This is an optimization exercise on Yosys and OpenROAD, whose aim is small area, a short achievable clock period and few clock cycles per item, not a production implementation. RTL that was checked went through simulation tests only; none was proved equivalent to the original. Power figures rest on the tool's default switching activity, not on a simulated workload. No driver is modelled on the clock port, so clocking that relies on it looks cheaper here than on a real chip.

==> flow/design.v <==
package lfulru_pkg;
  localparam int SLOTS  = 16;
  localparam int SLOT_W = (SLOTS > 1) ? $clog2(SLOTS) : 1;
  localparam int CNT_W  = $clog2(SLOTS + 1);
  localparam int KEY_W  = 32;
  localparam int DATA_W = 32;
  localparam int USES_W = 8;
  localparam int CAP_W  = 5;
  localparam logic FUNC_GET = 1'b0;
  localparam logic FUNC_PUT = 1'b1;
endpackage
module lfulru_engine (
  input  logic                             clk,
  input  logic                             rst,
  input  logic                             start,
  input  logic                             func,
  input  logic [lfulru_pkg::KEY_W-1:0]     lookup_key,
  input  logic [lfulru_pkg::DATA_W-1:0]    store_value,
  input  logic [lfulru_pkg::CNT_W-1:0]     cap_eff,
  input  logic                             cap_zero,
  input  logic                             cap_we,
  input  logic [lfulru_pkg::CNT_W-1:0]     cap_new,
  output logic                             busy,
  output logic                             done,
  output logic                             hit,
  output logic [lfulru_pkg::DATA_W-1:0]    read_value
);
  localparam int N  = lfulru_pkg::SLOTS;
  localparam int UW = lfulru_pkg::USES_W;
  logic                          op_vld;
  logic                          op_put;       
  logic                          op_wr;        
  logic [lfulru_pkg::KEY_W-1:0]  op_key;
  logic [lfulru_pkg::DATA_W-1:0] op_value;
  logic [N-1:0]                  match_r;      
  logic                          hit_p;        
  logic [UW-1:0]                 m_uses_r;     
  logic                          busy_q;
  logic                          done_r;
  logic                          hit_r;
  logic [lfulru_pkg::DATA_W-1:0] rdata_r;
  logic [N-1:0]                  valid;
  logic [lfulru_pkg::KEY_W-1:0]  keys  [N];
  logic [lfulru_pkg::DATA_W-1:0] vals  [N];
  logic [UW-1:0]                 uses  [N];
  logic [N-1:0]                  ord   [N];    
  logic [lfulru_pkg::CNT_W-1:0]  entries;
  logic [lfulru_pkg::CNT_W-1:0]  entries_nx;
  logic                          at_cap;       
  logic                          take;
  logic [N-1:0]                  raw_match;
  logic [UW-1:0]                 raw_uses;
  logic                          eq_prev;
  logic [N-1:0]                  match;
  logic [lfulru_pkg::DATA_W-1:0] m_data;
  logic [N-1:0]                  victim;
  logic [N-1:0]                  free_s;
  logic [N-1:0]                  tgt;
  logic [N-1:0]                  we;
  logic [N-1:0]                  lt;           
  logic [UW-1:0]                 u_inc;
  logic [UW-1:0]                 u_new;
  logic                          do_ins;
  logic                          do_use;
  assign busy   = busy_q;
  assign done   = done_r;
  assign take   = start && !busy_q;
  always_comb begin
    for (int i = 0; i < N; i++) begin
      raw_match[i] = valid[i] && (keys[i] == lookup_key);
    end
  end
  assign eq_prev = (lookup_key == op_key);
  always_comb begin
    if (eq_prev && do_ins) begin
      match = tgt;
    end else begin
      match = raw_match & ~(tgt & {N{do_ins}});
    end
  end
  always_comb begin
    raw_uses = '0;
    m_data   = '0;
    for (int i = 0; i < N; i++) begin
      raw_uses = raw_uses | (uses[i] & {UW{raw_match[i]}});
      m_data   = m_data | (vals[i] & {lfulru_pkg::DATA_W{match_r[i]}});
    end
  end
  always_comb begin
    for (int i = 0; i < N; i++) begin
      victim[i] = valid[i];
      for (int j = 0; j < N; j++) begin
        if (j < i) begin
          victim[i] = victim[i] & !ord[j][i];
        end else if (j > i) begin
          victim[i] = victim[i] & ord[i][j];
        end
      end
    end
  end
  always_comb begin
    for (int i = 0; i < N; i++) begin
      free_s[i] = !valid[i] && ((i == 0) || valid[(i > 0) ? i - 1 : 0]);
    end
  end
  assign do_ins     = op_wr && !hit_p;
  assign entries_nx = (do_ins && !at_cap) ? entries + lfulru_pkg::CNT_W'(1) : entries;
  assign do_use = op_wr || (op_vld && !op_put && hit_p);
  always_comb begin
    if (hit_p) begin
      tgt = match_r;
    end else if (at_cap) begin
      tgt = victim;
    end else begin
      tgt = free_s;
    end
    we = tgt & {N{do_use}};
  end
  assign u_inc = (m_uses_r == '1) ? m_uses_r : (m_uses_r + UW'(1));
  assign u_new = do_ins ? UW'(1) : u_inc;
  function automatic logic less_than(input logic [UW-1:0] a, input logic [UW-1:0] b);
    logic [7:0] l0, e0;
    logic [3:0] l1, e1;
    logic [1:0] l2, e2;
    for (int i = 0; i < 8; i++) begin
      l0[i] = !a[i] && b[i];
      e0[i] = !(a[i] ^ b[i]);
    end
    for (int i = 0; i < 4; i++) begin
      l1[i] = l0[2*i+1] || (e0[2*i+1] && l0[2*i]);
      e1[i] = e0[2*i+1] && e0[2*i];
    end
    for (int i = 0; i < 2; i++) begin
      l2[i] = l1[2*i+1] || (e1[2*i+1] && l1[2*i]);
      e2[i] = e1[2*i+1] && e1[2*i];
    end
    less_than = l2[1] || (e2[1] && l2[0]);
  endfunction
  always_comb begin
    for (int k = 0; k < N; k++) begin
      lt[k] = !valid[k] || less_than(u_new, uses[k]);
    end
  end
  always_ff @(posedge clk) begin
    if (rst) begin
      op_vld  <= 1'b0;
      op_wr   <= 1'b0;
      done_r  <= 1'b0;
      busy_q  <= 1'b1;
      valid   <= '0;
      entries <= '0;
      at_cap  <= 1'b0;
    end else begin
      op_vld <= take;
      op_wr  <= take && (func == lfulru_pkg::FUNC_PUT) && !cap_zero;
      done_r <= op_vld;
      busy_q <= 1'b0;
      if (do_ins) begin
        valid <= valid | tgt;
      end
      entries <= entries_nx;
      at_cap  <= cap_we ? (entries_nx >= cap_new) : (entries_nx >= cap_eff);
    end
  end
  always_ff @(posedge clk) begin
    op_put   <= (func == lfulru_pkg::FUNC_PUT);
    op_key   <= lookup_key;
    op_value <= store_value;
    match_r  <= match;
    hit_p    <= |match;
    m_uses_r <= (eq_prev && do_use) ? u_new : raw_uses;
    hit_r    <= hit_p;
    rdata_r  <= op_put ? '0 : (m_data | {lfulru_pkg::DATA_W{!hit_p}});
  end
  always_ff @(posedge clk) begin
    for (int i = 0; i < N; i++) begin
      if (we[i]) begin
        uses[i] <= u_new;
        if (op_put) begin
          vals[i] <= op_value;
        end
        if (do_ins) begin
          keys[i] <= op_key;
        end
      end
      for (int j = i + 1; j < N; j++) begin
        if (we[i]) begin
          ord[i][j] <= lt[j];
        end else if (we[j]) begin
          ord[i][j] <= !lt[i];
        end
      end
    end
  end
  assign hit        = hit_r;
  assign read_value = rdata_r;
endmodule
module lfu_cache_lru_tiebreak_top (
  input  logic                          clk,
  input  logic                          rst,
  input  logic                          start,
  output logic                          busy,
  input  logic                          func,
  input  logic signed [31:0]            lookup_key,
  input  logic signed [31:0]            store_value,
  output logic                          done,
  output logic                          hit,
  output logic signed [31:0]            read_value,
  input  logic                          capacity_we,
  input  logic [lfulru_pkg::CAP_W-1:0]  capacity_in_use
);
  logic [lfulru_pkg::CNT_W-1:0]   cap_eff;
  logic                           cap_zero;
  logic [lfulru_pkg::CNT_W-1:0]   cap_new;
  logic [31:0]                    read_value_u;
  always_comb begin
    if (32'(capacity_in_use) > 32'(lfulru_pkg::SLOTS)) begin
      cap_new = lfulru_pkg::CNT_W'(lfulru_pkg::SLOTS);
    end else begin
      cap_new = lfulru_pkg::CNT_W'(capacity_in_use);
    end
  end
  always_ff @(posedge clk) begin
    if (rst) begin
      cap_eff  <= lfulru_pkg::CNT_W'(lfulru_pkg::SLOTS);
      cap_zero <= 1'b0;
    end else if (capacity_we) begin
      cap_eff  <= cap_new;
      cap_zero <= (capacity_in_use == '0);
    end
  end
  lfulru_engine u_engine (
    .clk         (clk),
    .rst         (rst),
    .start       (start),
    .func        (func),
    .lookup_key  (lookup_key),
    .store_value (store_value),
    .cap_eff     (cap_eff),
    .cap_zero    (cap_zero),
    .cap_we      (capacity_we),
    .cap_new     (cap_new),
    .busy        (busy),
    .done        (done),
    .hit         (hit),
    .read_value  (read_value_u)
  );
  assign read_value = read_value_u;
endmodule
Settings: LEC_CHECK=0, ABC_CLOCK_PERIOD_IN_PS=3100, CAP_MARGIN=20, CORE_MARGIN=2, CORE_UTILIZATION=55, PLACE_DENSITY=0.7, SETUP_SLACK_MARGIN=2.9, SLEW_MARGIN=20; clock period 6.0 ns.
standard.sh (not shown) runs the stock make flow with config.mk's settings and CLKGATE_MAP_FILE= SYNTH_SCRIPT=/design/flow/synth_recipe.tcl, a recipe that flattens the netlist after the stock synthesis.
==> flow/flow/run.sh <==
#!/bin/bash
# Standard layout, with two changes:
# - the port buffers are buf_4 cells instead of the delay-type buffer the
#   port-buffering step picks on its own (every port still gets its own buffer);
# - clock tree synthesis clusters up to 30 sinks per leaf buffer and inserts
#   no dummy loads.
set -euo pipefail
export BUFFER_PORTS_ARGS="-buffer_cell sky130_fd_sc_hd__buf_4"
export CTS_ARGS="-sink_clustering_enable -repair_clock_nets -dont_use_dummy_load -sink_clustering_size 30 -sink_clustering_max_diameter 100"
bash standard.sh finish > standard_flow.log 2>&1
The first run passed the timing, design-rule and antenna checks.
Testbench counts at the start, summed over its fixed seeds: cycles 4,816, items 4,800.
Next try:
--- a/flow/design.v
+++ b/flow/design.v
@@ -136,11 +136,11 @@
     end
     less_than = l2[1] || (e2[1] && l2[0]);
   endfunction
   always_comb begin
     for (int k = 0; k < N; k++) begin
-      lt[k] = !valid[k] || less_than(u_new, uses[k]);
+      lt[k] = !valid[k] || (do_ins ? (uses[k][UW-1:1] != '0) : less_than(u_inc, uses[k]));
     end
   end
   always_ff @(posedge clk) begin
     if (rst) begin
       op_vld  <= 1'b0;
The new run completed without violations.
Synthesized cell count is higher by 0.71%.
Worst setup slack is better by 0.029 ns.
Core utilization drops by 0.45 points.
Cell count is lower by 0.68%.
Total power stays flat.
Via count goes up by 0.88%.
First-iteration DRC count climbs by 8.4%.
Clock-buffer cell count went up by 1.
Wire length went up by 2.9%.
The RTL of the second run of this note was laid out without a check of its function.


Setup of the reference run:
// lfu_cache_lru_tiebreak_top: RTL as listed in full above, without the edits since
export LEC_CHECK = 0
export ABC_CLOCK_PERIOD_IN_PS = 3100
export CAP_MARGIN = 20
export CORE_MARGIN = 2
export CORE_UTILIZATION = 40
export PLACE_DENSITY = 0.6
export SETUP_SLACK_MARGIN = 2.9
export SLEW_MARGIN = 20
create_clock -name core_clock -period 6.0 [get_ports {clk}]
Scripts as last shown in full above: flow/flow/run.sh
Testbench counts of the reference run, summed over its fixed seeds: cycles 4,816, items 4,800.
### the reference run -> the trial run
--- a/flow/design.v
+++ b/flow/design.v
@@ -136,11 +136,11 @@
     end
     less_than = l2[1] || (e2[1] && l2[0]);
   endfunction
   always_comb begin
     for (int k = 0; k < N; k++) begin
-      lt[k] = !valid[k] || less_than(u_new, uses[k]);
+      lt[k] = !valid[k] || (do_ins ? (uses[k][UW-1:1] != '0) : less_than(u_inc, uses[k]));
     end
   end
   always_ff @(posedge clk) begin
     if (rst) begin
       op_vld  <= 1'b0;
## What came out
| quantity of gates resized following cts | lower: the reference run |. Total length of routed met2 wires, the trial run vs the reference run: up by a few percent. Against the reference run, the trial run reports a clock skew that is higher. Compared with the reference run, in the trial run combined buffer and inverter count along the critical path saw an increase; sequential share of layout area fell by 1.1 points; final area increased 1.8%; synthesized area picked up an extra 370 µm²; cell count after synthesis shows an increase of about 0.7%. The trial run vs. the reference run: count of clock buffers in the final design increased by about 1.8% relative to the old numbers; register clock-pin slew on the reported worst setup and hold paths closely matched the old numbers; count of non-CTS inverters in the layout decreased by 10 relative to the old numbers. Wire length: the reference run and the trial run compared, higher one is the trial run. Summary of the comparison: final weighted congestion in routability-driven placement is higher in the trial run, relative to the reference run. In the trial run the synthesis-to-finish area growth turned out 1.4 points higher than in the reference run.
Function not checked in the trial run: the RTL went through the layout flow alone.


Starts from the design.v that is shown in full above.
==> flow/config.mk <==
export PLATFORM = sky130hd
export DESIGN_NAME = lfu_cache_lru_tiebreak_top
export DESIGN_NICKNAME = lfu_cache_lru_tiebreak_top
export VERILOG_FILES = /design/flow/design.v
export SDC_FILE = /design/flow/constraint.sdc
export NUM_CORES = 4
export LEC_CHECK = 0
export ABC_CLOCK_PERIOD_IN_PS = 3100
export CAP_MARGIN = 20
export CORE_MARGIN = 2
export CORE_UTILIZATION = 40
export PLACE_DENSITY = 0.6
export SETUP_SLACK_MARGIN = 2.9
export SLEW_MARGIN = 20
==> flow/constraint.sdc <==
create_clock -name core_clock -period 6.0 [get_ports {clk}]
set_input_delay 1.2000 -clock core_clock [delete_from_list [all_inputs] [get_ports {clk}]]
set_output_delay 1.2000 -clock core_clock [all_outputs]
set_load 0.01 [all_outputs]
==> flow/flow/run.sh <==
#!/bin/bash
# Standard layout, with the port buffers made of buf_4 cells instead of the
# delay-type buffer the port-buffering step picks on its own. Every input and
# output port still gets its own buffer.
set -euo pipefail
export BUFFER_PORTS_ARGS="-buffer_cell sky130_fd_sc_hd__buf_4"
bash standard.sh finish > standard_flow.log 2>&1
The starting point completed without violations.
Testbench counts at the start, summed over its fixed seeds: cycles 4,816, items 4,800.
Then changed:
--- a/flow/design.v
+++ b/flow/design.v
@@ -117,26 +117,16 @@
     we = tgt & {N{do_use}};
   end
   assign u_inc = (m_uses_r == '1) ? m_uses_r : (m_uses_r + UW'(1));
   assign u_new = do_ins ? UW'(1) : u_inc;
   function automatic logic less_than(input logic [UW-1:0] a, input logic [UW-1:0] b);
-    logic [7:0] l0, e0;
-    logic [3:0] l1, e1;
-    logic [1:0] l2, e2;
-    for (int i = 0; i < 8; i++) begin
-      l0[i] = !a[i] && b[i];
-      e0[i] = !(a[i] ^ b[i]);
-    end
-    for (int i = 0; i < 4; i++) begin
-      l1[i] = l0[2*i+1] || (e0[2*i+1] && l0[2*i]);
-      e1[i] = e0[2*i+1] && e0[2*i];
-    end
-    for (int i = 0; i < 2; i++) begin
-      l2[i] = l1[2*i+1] || (e1[2*i+1] && l1[2*i]);
-      e2[i] = e1[2*i+1] && e1[2*i];
-    end
-    less_than = l2[1] || (e2[1] && l2[0]);
+    logic r;
+    r = 1'b0;
+    for (int i = 0; i < UW; i++) begin
+      r = (!a[i] && b[i]) || (!(a[i] ^ b[i]) && r);
+    end
+    less_than = r;
   endfunction
   always_comb begin
     for (int k = 0; k < N; k++) begin
       lt[k] = !valid[k] || less_than(u_new, uses[k]);
     end
=> Setup slack got worse by 0.083 ns; register-to-register slack degrades by 0.08 ns; via count rises slightly; sequential cell count is unchanged; power increases by a few percent; fmax shrinks by a few percent; count of clock-buffer cells in the layout went down by 2; clock skew came out higher by 0.0048 ns; first-iteration DRC count went up by a few percent.
Testbench counts after the change, summed over its fixed seeds: cycles 4,816, items 4,800.


lfu_cache_lru_tiebreak_top, a different RTL version from the one above (not shown whole).
Size in the first run: ~1400 flip-flops, about 110 I/O pins, roughly 61000 sq um of cells after synthesis.
==> module lfulru_engine, before the edit <==
module lfulru_engine (
  input  logic                             clk,
  input  logic                             rst,
  input  logic                             start,
  input  logic                             func,
  input  logic [lfulru_pkg::KEY_W-1:0]     lookup_key,
  input  logic [lfulru_pkg::DATA_W-1:0]    store_value,
  input  logic [lfulru_pkg::CNT_W-1:0]     cap_eff,
  output logic                             busy,
  output logic                             done,
  output logic                             hit,
  output logic [lfulru_pkg::DATA_W-1:0]    read_value
);
  localparam int N  = lfulru_pkg::SLOTS;
  localparam int UW = lfulru_pkg::USES_W;
  logic                          op_vld;
  logic                          op_func;
  logic [lfulru_pkg::KEY_W-1:0]  op_key;
  logic [lfulru_pkg::DATA_W-1:0] op_value;
  logic                          busy_q;
  logic [N-1:0]                  match_r;      
  logic                          done_r;
  logic                          hit_r;
  logic [lfulru_pkg::DATA_W-1:0] rdata_r;
  logic [N-1:0]                  valid;
  logic [lfulru_pkg::KEY_W-1:0]  keys  [N];
  logic [lfulru_pkg::DATA_W-1:0] vals  [N];
  logic [UW-1:0]                 uses  [N];
  logic [N-1:0]                  ord   [N];    
  logic [lfulru_pkg::CNT_W-1:0]  entries;
  logic [N-1:0]                  match;
  logic [N-1:0]                  raw_match;
  logic                          eq_prev;
  logic                          hit_c;
  logic [UW-1:0]                 m_uses;
  logic [lfulru_pkg::DATA_W-1:0] m_data;
  logic [N-1:0]                  victim;
  logic [N-1:0]                  free_s;
  logic [N-1:0]                  tgt;
  logic [N-1:0]                  we;
  logic [N-1:0]                  lt;           
  logic [UW-1:0]                 u_new;
  logic                          cap_zero;
  logic                          at_cap;
  logic                          is_put;
  logic                          do_ins;
  logic                          do_use;
  assign busy     = busy_q;
  assign done     = done_r;
  assign is_put   = (op_func == lfulru_pkg::FUNC_PUT);
  assign cap_zero = (cap_eff == '0);
  assign at_cap   = (entries >= cap_eff);
  always_comb begin
    for (int i = 0; i < N; i++) begin
      raw_match[i] = valid[i] && (keys[i] == lookup_key);
    end
  end
  assign eq_prev = (lookup_key == op_key);
  always_comb begin
    if (eq_prev && do_ins) begin
      match = tgt;
    end else begin
      match = raw_match & ~(tgt & {N{do_ins}});
    end
  end
  assign hit_c = |match_r;
  always_comb begin
    m_uses = '0;
    m_data = '0;
    for (int i = 0; i < N; i++) begin
      m_uses = m_uses | (uses[i] & {UW{match_r[i]}});
      m_data = m_data | (vals[i] & {lfulru_pkg::DATA_W{match_r[i]}});
    end
  end
  always_comb begin
    for (int i = 0; i < N; i++) begin
      victim[i] = valid[i];
      for (int j = 0; j < N; j++) begin
        if (j < i) begin
          victim[i] = victim[i] & (!ord[j][i] | !valid[j]);
        end else if (j > i) begin
          victim[i] = victim[i] & (ord[i][j] | !valid[j]);
        end
      end
    end
  end
  always_comb begin
    for (int i = 0; i < N; i++) begin
      free_s[i] = !valid[i];
      for (int j = 0; j < i; j++) begin
        free_s[i] = free_s[i] & valid[j];
      end
    end
  end
  assign do_ins = op_vld && is_put && !hit_c && !cap_zero;
  assign do_use = op_vld && (is_put ? !cap_zero : hit_c);
  always_comb begin
    if (hit_c) begin
      tgt = match_r;
    end else if (at_cap) begin
      tgt = victim;
    end else begin
      tgt = free_s;
    end
    we = tgt & {N{do_use}};
  end
  always_comb begin
    if (do_ins) begin
      u_new = UW'(1);
    end else if (m_uses == '1) begin
      u_new = m_uses;
    end else begin
      u_new = m_uses + UW'(1);
    end
  end
  always_comb begin
    for (int k = 0; k < N; k++) begin
      if (do_ins) begin
        lt[k] = (uses[k] > UW'(1));
      end else begin
        lt[k] = (uses[k] != '0) && (m_uses < (uses[k] - UW'(1)));
      end
    end
  end
  always_ff @(posedge clk) begin
    if (rst) begin
      op_vld  <= 1'b0;
      done_r  <= 1'b0;
      busy_q  <= 1'b1;
      valid   <= '0;
      entries <= '0;
    end else begin
      op_vld <= start && !busy_q;
      done_r <= op_vld;
      busy_q <= 1'b0;
      if (do_ins) begin
        valid <= valid | tgt;
        if (!at_cap) begin
          entries <= entries + lfulru_pkg::CNT_W'(1);
        end
      end
    end
  end
  always_ff @(posedge clk) begin
    op_func  <= func;
    op_key   <= lookup_key;
    op_value <= store_value;
    match_r  <= match;
    hit_r    <= hit_c;
    rdata_r  <= is_put ? '0 : (m_data | {lfulru_pkg::DATA_W{!hit_c}});
  end
  always_ff @(posedge clk) begin
    for (int i = 0; i < N; i++) begin
      if (we[i]) begin
        uses[i] <= u_new;
        if (is_put) begin
          vals[i] <= op_value;
        end
        if (do_ins) begin
          keys[i] <= op_key;
        end
      end
      for (int j = i + 1; j < N; j++) begin
        if (we[i]) begin
          ord[i][j] <= lt[j];
        end else if (we[j]) begin
          ord[i][j] <= !lt[i];
        end
      end
    end
  end
  assign hit        = hit_r;
  assign read_value = rdata_r;
endmodule
make LEC_CHECK=0 CAP_MARGIN=20 CORE_MARGIN=2 CORE_UTILIZATION=40 PLACE_DENSITY=0.6 SLEW_MARGIN=20 finish   # period 6.0 ns
run.sh (not shown) runs the stock make flow with config.mk's settings and CLKGATE_MAP_FILE= SYNTH_SCRIPT=/design/flow/synth_recipe.tcl, a recipe that flattens the netlist after the stock synthesis.
Stock flow here: none of the scripts above is used.
Testbench counts at the start, summed over its fixed seeds: cycles 4,816, items 4,800.
Rerun with:
--- a/flow/design.v
+++ b/flow/design.v
@@ -28,21 +28,15 @@
   logic                          op_func;
   logic [lfulru_pkg::KEY_W-1:0]  op_key;
   logic [lfulru_pkg::DATA_W-1:0] op_value;
   logic                          busy_q;
-  logic [N-1:0]                  match_r;      
-  logic                          done_r;
-  logic                          hit_r;
-  logic [lfulru_pkg::DATA_W-1:0] rdata_r;
   logic [N-1:0]                  valid;
   logic [lfulru_pkg::KEY_W-1:0]  keys  [N];
   logic [lfulru_pkg::DATA_W-1:0] vals  [N];
   logic [UW-1:0]                 uses  [N];
   logic [N-1:0]                  ord   [N];    
   logic [lfulru_pkg::CNT_W-1:0]  entries;
   logic [N-1:0]                  match;
-  logic [N-1:0]                  raw_match;
-  logic                          eq_prev;
   logic                          hit_c;
   logic [UW-1:0]                 m_uses;
   logic [lfulru_pkg::DATA_W-1:0] m_data;
   logic [N-1:0]                  victim;
@@ -56,32 +50,24 @@
   logic                          is_put;
   logic                          do_ins;
   logic                          do_use;
   assign busy     = busy_q;
-  assign done     = done_r;
+  assign done     = op_vld;
   assign is_put   = (op_func == lfulru_pkg::FUNC_PUT);
   assign cap_zero = (cap_eff == '0);
   assign at_cap   = (entries >= cap_eff);
   always_comb begin
     for (int i = 0; i < N; i++) begin
-      raw_match[i] = valid[i] && (keys[i] == lookup_key);
-    end
-  end
-  assign eq_prev = (lookup_key == op_key);
-  always_comb begin
-    if (eq_prev && do_ins) begin
-      match = tgt;
-    end else begin
-      match = raw_match & ~(tgt & {N{do_ins}});
-    end
-  end
-  assign hit_c = |match_r;
+      match[i] = valid[i] && (keys[i] == op_key);
+    end
+  end
+  assign hit_c = |match;
   always_comb begin
     m_uses = '0;
     m_data = '0;
     for (int i = 0; i < N; i++) begin
-      m_uses = m_uses | (uses[i] & {UW{match_r[i]}});
-      m_data = m_data | (vals[i] & {lfulru_pkg::DATA_W{match_r[i]}});
+      m_uses = m_uses | (uses[i] & {UW{match[i]}});
+      m_data = m_data | (vals[i] & {lfulru_pkg::DATA_W{match[i]}});
     end
   end
   always_comb begin
     for (int i = 0; i < N; i++) begin
@@ -106,9 +92,9 @@
   assign do_ins = op_vld && is_put && !hit_c && !cap_zero;
   assign do_use = op_vld && (is_put ? !cap_zero : hit_c);
   always_comb begin
     if (hit_c) begin
-      tgt = match_r;
+      tgt = match;
     end else if (at_cap) begin
       tgt = victim;
     end else begin
       tgt = free_s;
@@ -135,15 +121,13 @@
   end
   always_ff @(posedge clk) begin
     if (rst) begin
       op_vld  <= 1'b0;
-      done_r  <= 1'b0;
       busy_q  <= 1'b1;
       valid   <= '0;
       entries <= '0;
     end else begin
       op_vld <= start && !busy_q;
-      done_r <= op_vld;
       busy_q <= 1'b0;
       if (do_ins) begin
         valid <= valid | tgt;
         if (!at_cap) begin
@@ -155,11 +139,8 @@
   always_ff @(posedge clk) begin
     op_func  <= func;
     op_key   <= lookup_key;
     op_value <= store_value;
-    match_r  <= match;
-    hit_r    <= hit_c;
-    rdata_r  <= is_put ? '0 : (m_data | {lfulru_pkg::DATA_W{!hit_c}});
   end
   always_ff @(posedge clk) begin
     for (int i = 0; i < N; i++) begin
       if (we[i]) begin
@@ -179,10 +160,10 @@
         end
       end
     end
   end
-  assign hit        = hit_r;
-  assign read_value = rdata_r;
+  assign hit        = hit_c;
+  assign read_value = is_put ? '0 : (m_data | {lfulru_pkg::DATA_W{!hit_c}});
 endmodule
 module lfu_cache_lru_tiebreak_top (
   input  logic                          clk,
   input  logic                          rst,
Outcome:
- wire length came out lower by a few percent
- non-clock buffer count goes up by 129
- power decreases by a few percent
- count of clock-buffer cells in the layout is lower by 10
- hold slack gains 0.010 ns
Testbench counts after the change, summed over its fixed seeds: cycles 4,808, items 4,800.

==> separate check: timing with driven ports <==
Ports are ideal in the flow. The routed layouts listed here were re-timed in OpenROAD. Step 1, drivers: a clkbuf_16 drives clk and a buf_2 each remaining input, both assumed. Step 2 also shifts input and output timing later by t, the mid clock arrival at the registers, as if the neighbouring blocks saw the same clock. a / b / c = no drivers / after step 1 / after step 2; a / b = the first two.
run | t, ns | setup WS [ns] | hold slack, ns | slew at the worst register clock pin (ns)
the first run of note 1 | 0.752 | 2.604 / 2.604 / 2.127 | 0.459 / 0.459 / 0.459 | 0.12 / 0.12
the second run of note 1 | 0.750 | 2.633 / 2.633 / 1.979 | 0.494 / 0.494 / 0.494 | 0.12 / 0.12
the reference run | 0.756 | 2.666 / 2.666 / 2.051 | 0.461 / 0.461 / 0.461 | 0.12 / 0.12
the trial run | 0.751 | 2.623 / 2.623 / 2.066 | 0.476 / 0.476 / 0.476 | 0.12 / 0.12
the first run of note 3 | 0.872 | 2.599 / 2.599 / 1.985 | 0.465 / 0.428 / 0.465 | 0.06 / 0.06
the second run of note 3 | 0.883 | 2.516 / 2.516 / 1.895 | 0.442 / 0.408 / 0.442 | 0.07 / 0.07
the first run of note 4 | 0.877 | 1.287 / 1.287 / 1.002 | 0.416 / 0.416 / 0.416 | 0.06 / 0.06
the second run of note 4 | 0.863 | 0.116 / 0.037 / 0.593 | 0.427 / 0.427 / 0.427 | 0.07 / 0.07
After both steps every run listed still meets setup and hold. For the second run of note 1, which loses most, drivers alone change the setup slack by 0.000 ns; drivers and shift together by -0.654 ns.
